Context: an optimization exercise on an open-source flow, tuned for small area and a short achievable clock period. The choices shown serve that exercise and are no tape-out recipe.
In this exercise RTL edits were held to simulation tests only and were not proved equivalent to the original.
Power and IR drop assume default switching activity.

==> 08-18 <==
Design dcache_top, start of the top module:
module dcache_top (
	input  logic        clk,
	input  logic        rst,
	input  logic [31:0] cpu_addr,
	input  logic [3:0]  cpu_byte_en,
	input  logic        cpu_read,
	input  logic        cpu_write,
	input  logic [31:0] cpu_wr_data,
	output logic [31:0] cpu_rd_data,
	output logic        cpu_stall,
	output logic [31:0] mem_addr,
	output logic        mem_addr_valid,
	output logic        mem_we,
	output logic [31:0] mem_wr_data,
	output logic        mem_wr_valid,
	output logic        mem_wr_last,
	input  logic        mem_addr_ready,
	input  logic        mem_rd_valid,
	input  logic [31:0] mem_rd_data,
	input  logic        mem_wr_ready,
	input  logic        mem_wr_done
);
	localparam int NW = 2;     
	localparam int NS = 4;     
	localparam int NO = 4;     
	localparam int TW = 26;    
	logic [NW-1:0][NS-1:0][TW-1:0]   tag_q;
	logic [NW-1:0][NS-1:0]           valid_q;
	logic [NW-1:0][NS-1:0]           dirty_q;
	logic [NW-1:0][NS*NO-1:0][31:0]  data_q;     
	logic       busy;       
	logic       s_wb;       
	logic       s_wbd;      
	logic       s_rf;       
	logic       s_rff;      
	logic [1:0] beat;       
	logic       rr;         
	logic       vway;       
	logic       mav;        
	logic [TW-1:0] cpu_tag;
	logic [1:0]    idx;
	logic [1:0]    cpu_off;
	logic          cpu_req;
	assign cpu_tag = cpu_addr[31:6];
	assign idx     = cpu_addr[5:4];
	assign cpu_off = cpu_addr[3:2];
	assign cpu_req = cpu_read | cpu_write;
	logic [NS-1:0] set_dec;
  ...
clock: 6.5 ns
lec_check: 0
cap_margin: 20
core_margin: 2
core_utilization: 60
place_density: 0.75
setup_slack_margin: 2.5
slew_margin: 20
tns_end_percent: 5
buffer_ports_args: -buffer_cell sky130_fd_sc_hd__buf_4
cts_args: -sink_clustering_enable -repair_clock_nets -dont_use_dummy_load -buf_list {sky130_fd_sc_hd__clkbuf_4 sky130_fd_sc_hd__clkbuf_8}
standard.sh (not shown) runs the stock make flow with config.mk's settings and CLKGATE_MAP_FILE= SYNTH_SCRIPT=/design/flow/synth_recipe.tcl, a recipe that flattens the netlist after the stock synthesis.
==> flow/flow/run.sh <==
#!/bin/bash
# The standard layout with three changes to how it is made:
#  - ports get plain buffers (buf_4) instead of the resizer's default pick, a delay cell;
#  - the clock tree uses clkbuf_4/clkbuf_8 and no dummy loads;
# Everything else (synthesis, floorplan, power grid, placement, routing) is the standard flow's.
set -euo pipefail
cat >> config.mk <<'EOC'
export BUFFER_PORTS_ARGS = -buffer_cell sky130_fd_sc_hd__buf_4
export CTS_ARGS = -sink_clustering_enable -repair_clock_nets -dont_use_dummy_load -buf_list {sky130_fd_sc_hd__clkbuf_4 sky130_fd_sc_hd__clkbuf_8}
EOC
bash standard.sh > flow_make.log 2>&1
==> inputs of 06-23, as changes to 08-18 <==
--- a/flow/design.v
+++ b/flow/design.v
@@ -114,20 +114,21 @@
 		for (genvar s = 0; s < NS; s++) begin : g_grp
 			assign grp[w][s] = (term[w][s*NO] | term[w][s*NO+1]) | (term[w][s*NO+2] | term[w][s*NO+3]);
 		end
 		assign rword[w] = (grp[w][0] | grp[w][1]) | (grp[w][2] | grp[w][3]);
 	end
 	assign cpu_rd_data = hit_w[1] ? rword[1] : rword[0];
 	assign mem_wr_data = vway ? rword[1] : rword[0];
-	logic [TW-1:0] wb_tag;     
+	logic [TW-1:0] vtag;
+	assign vtag = vway ? tag_q[1][idx] : tag_q[0][idx];
 	assign mem_addr_valid = mav;
 	assign mem_we         = s_wb;
 	assign mem_wr_valid   = s_wb;
 	assign mem_wr_last    = s_wb & (beat == 2'd3);
-	assign mem_addr       = s_wb ? {wb_tag, idx, 4'b0000} : {cpu_tag, idx, 4'b0000};
+	assign mem_addr       = s_wb ? {vtag, idx, 4'b0000} : {cpu_addr[31:4], 4'b0000};
 	logic          wen;
 	logic [NW-1:0] wway;
 	logic [3:0]    wbe;
 	logic [31:0]   wdata;
 	assign wen   = busy ? (s_rf & mem_rd_valid) : cpu_write;
 	assign wway  = busy ? {vway, ~vway} : hit_w;
 	assign wbe   = busy ? 4'hf : cpu_byte_en;
@@ -204,13 +205,11 @@
 				s_rff <= 1'b0;
 				busy  <= 1'b0;
 				rr    <= ~rr;
 			end
 		end
 	end
 	always_ff @(posedge clk) begin
-		if (~busy) begin
-			vway   <= victim_way;
-			wb_tag <= victim_way ? tag_q[1][idx] : tag_q[0][idx];
-		end
+		if (~busy)
+			vway <= victim_way;
 	end
 endmodule
==> flow/run.sh (new file) <==
#!/bin/bash
# synth_recipe.tcl (not shown) runs the flow's synth.tcl, then flattens the netlist and writes it again
# the make line also repeats each setting of config.mk as NAME=value (left out here)
make -C /OpenROAD-flow-scripts/flow DESIGN_CONFIG=/design/flow/config.mk WORK_HOME=/design/flow/orfs CLKGATE_MAP_FILE= SYNTH_SCRIPT=/design/flow/synth_recipe.tcl finish
Settings changed: ABC_CLOCK_PERIOD_IN_PS set to 3500, BUFFER_PORTS_ARGS -buffer_cell sky130_fd_sc_hd__buf_4 to unset, CTS_ARGS -sink_clustering_enable -repair_clock_nets -dont_use_dummy_load -buf_list {sky130_fd_sc_hd__clkbuf_4 sky130_fd_sc_hd__clkbuf_8} to unset, TNS_END_PERCENT 5 to unset.
removed: flow/flow/run.sh
removed: flow/standard.sh
==> inputs of 07-27, as changes to 08-18 <==
--- a/flow/design.v
+++ b/flow/design.v
@@ -114,20 +114,21 @@
 		for (genvar s = 0; s < NS; s++) begin : g_grp
 			assign grp[w][s] = (term[w][s*NO] | term[w][s*NO+1]) | (term[w][s*NO+2] | term[w][s*NO+3]);
 		end
 		assign rword[w] = (grp[w][0] | grp[w][1]) | (grp[w][2] | grp[w][3]);
 	end
 	assign cpu_rd_data = hit_w[1] ? rword[1] : rword[0];
 	assign mem_wr_data = vway ? rword[1] : rword[0];
-	logic [TW-1:0] wb_tag;     
+	logic [TW-1:0] vtag;
+	assign vtag = vway ? tag_q[1][idx] : tag_q[0][idx];
 	assign mem_addr_valid = mav;
 	assign mem_we         = s_wb;
 	assign mem_wr_valid   = s_wb;
 	assign mem_wr_last    = s_wb & (beat == 2'd3);
-	assign mem_addr       = s_wb ? {wb_tag, idx, 4'b0000} : {cpu_tag, idx, 4'b0000};
+	assign mem_addr       = s_wb ? {vtag, idx, 4'b0000} : {cpu_addr[31:4], 4'b0000};
 	logic          wen;
 	logic [NW-1:0] wway;
 	logic [3:0]    wbe;
 	logic [31:0]   wdata;
 	assign wen   = busy ? (s_rf & mem_rd_valid) : cpu_write;
 	assign wway  = busy ? {vway, ~vway} : hit_w;
 	assign wbe   = busy ? 4'hf : cpu_byte_en;
@@ -204,13 +205,11 @@
 				s_rff <= 1'b0;
 				busy  <= 1'b0;
 				rr    <= ~rr;
 			end
 		end
 	end
 	always_ff @(posedge clk) begin
-		if (~busy) begin
-			vway   <= victim_way;
-			wb_tag <= victim_way ? tag_q[1][idx] : tag_q[0][idx];
-		end
+		if (~busy)
+			vway <= victim_way;
 	end
 endmodule
==> flow/run.sh (new file) <==
#!/bin/bash
# synth_recipe.tcl (not shown) runs the flow's synth.tcl, then flattens the netlist and writes it again
# the make line also repeats each setting of config.mk as NAME=value (left out here)
make -C /OpenROAD-flow-scripts/flow DESIGN_CONFIG=/design/flow/config.mk WORK_HOME=/design/flow/orfs CLKGATE_MAP_FILE= SYNTH_SCRIPT=/design/flow/synth_recipe.tcl finish
Settings changed: BUFFER_PORTS_ARGS -buffer_cell sky130_fd_sc_hd__buf_4 to unset, CORE_UTILIZATION 60 to 40, CTS_ARGS -sink_clustering_enable -repair_clock_nets -dont_use_dummy_load -buf_list {sky130_fd_sc_hd__clkbuf_4 sky130_fd_sc_hd__clkbuf_8} to unset, PLACE_DENSITY 0.75 to 0.6, TNS_END_PERCENT 5 to unset.
removed: flow/flow/run.sh
removed: flow/standard.sh
==> summary.md <==
| Metric | Value |
|---|---|
| Worst path max stage delay | 510 ps |
| Largest net degree at the start of global routing | 65 |
| Inverters, non-clock | 28 |
| Seq_cells | 1258 |
| Latest clock arrival within the worst-skew pair | 780 ps |
| Layout area overhead | 31.80% |
| Gr usage total | 45.40% |
| Post-CTS sizing | 1055 |
| Status | finished with violations |
| Sequential Power Share | 39.9% |
| Final Max Tran Viols | 27 |
| Max Cap Viol | 3 |
| Sequential area share after synthesis | 68.43% |
| SO Faults | capacitance limit, slew limit |
| Comb power frac | 28.9% |
| Leakage | about 25 nW |
| CP Launch Point | cpu_addr[5] |
| PwrDens | 327.1 nW/µm² |
# the run above: 06-23

==> summary.md <==
| Metric | Value |
|---|---|
| Sequential Power Share | between 40 and 50% |
| Final Max Tran Viols | 0 |
| CP Capture Type | output pin |
| Inverters, non-clock | 13 |
| PwrDens | 332.9 nW/µm² |
| Synth area leaders | edfxtp_1 69%, mux4_2 5.0%, a22oi_1 4.9%, xor2_1 2.6%, mux2i_1 2.5% |
| Leakage | 21.80 nW |
| Worst path max stage delay | approximately 370 ps |
| Seq_cells | between 1000 and 1500 |
| Post-CTS sizing | 185 |
| Latest clock arrival within the worst-skew pair | 900 ps |
| Layout area overhead | 18.66% |
| CP Launch Point | cpu_addr[5] |
| Gr usage total | between 40% and 50% |
| Status | complete, no violations |
| Sequential area share after synthesis | 70.00% |
| Comb power frac | about 29% |
# the run above: 08-18

==> summary.md <==
| Metric | Value |
|---|---|
| Status | complete, no violations |
| CP Launch Point | cpu_addr[4] |
| Sequential area share after synthesis | 68.43% |
| Layout area overhead | 35.83% |
| Worst path max stage delay | 270 ps |
| Seq_cells | between 1000 and 1500 |
| Inverters, non-clock | 28 |
| Largest net degree at the start of global routing | 65 |
| Gr usage total | 28.76% |
| Leakage | 25.26 nW |
| Max Cap Viol | 0 |
# the run above: 07-27

-- re-timing with driven ports --
The results above use ideal ports. As a check the final layouts listed here were re-extracted and re-timed, cells and wires unchanged.
Step 1 assumes that a clkbuf_16 drives the clock port and a buf_2 every other input.
Step 2 adds t to the input delays and takes it off the output delays; t is the mean of the earliest and latest rising clock arrival at the registers after step 1. Input paths then give back, and output paths get back, about the clock's delay inside the block.
a / b / c = no drivers / after step 1 / after step 2; a / b = the first two.
run | shift t [ns] | slack for setup (ns) | hold WS [ns]
08-18 | 0.911 | 1.663 / 1.602 / 1.203 | 0.314 / 0.271 / 0.475
06-23 | 0.804 | 1.403 / 1.287 / 1.287 | 0.475 / 0.475 / 0.475
07-27 | 0.858 | 1.471 / 1.230 / 1.230 | 0.467 / 0.467 / 0.467
The setup slack of 08-18, which loses most, moves by -0.061 ns with the drivers and by -0.460 ns with both steps.
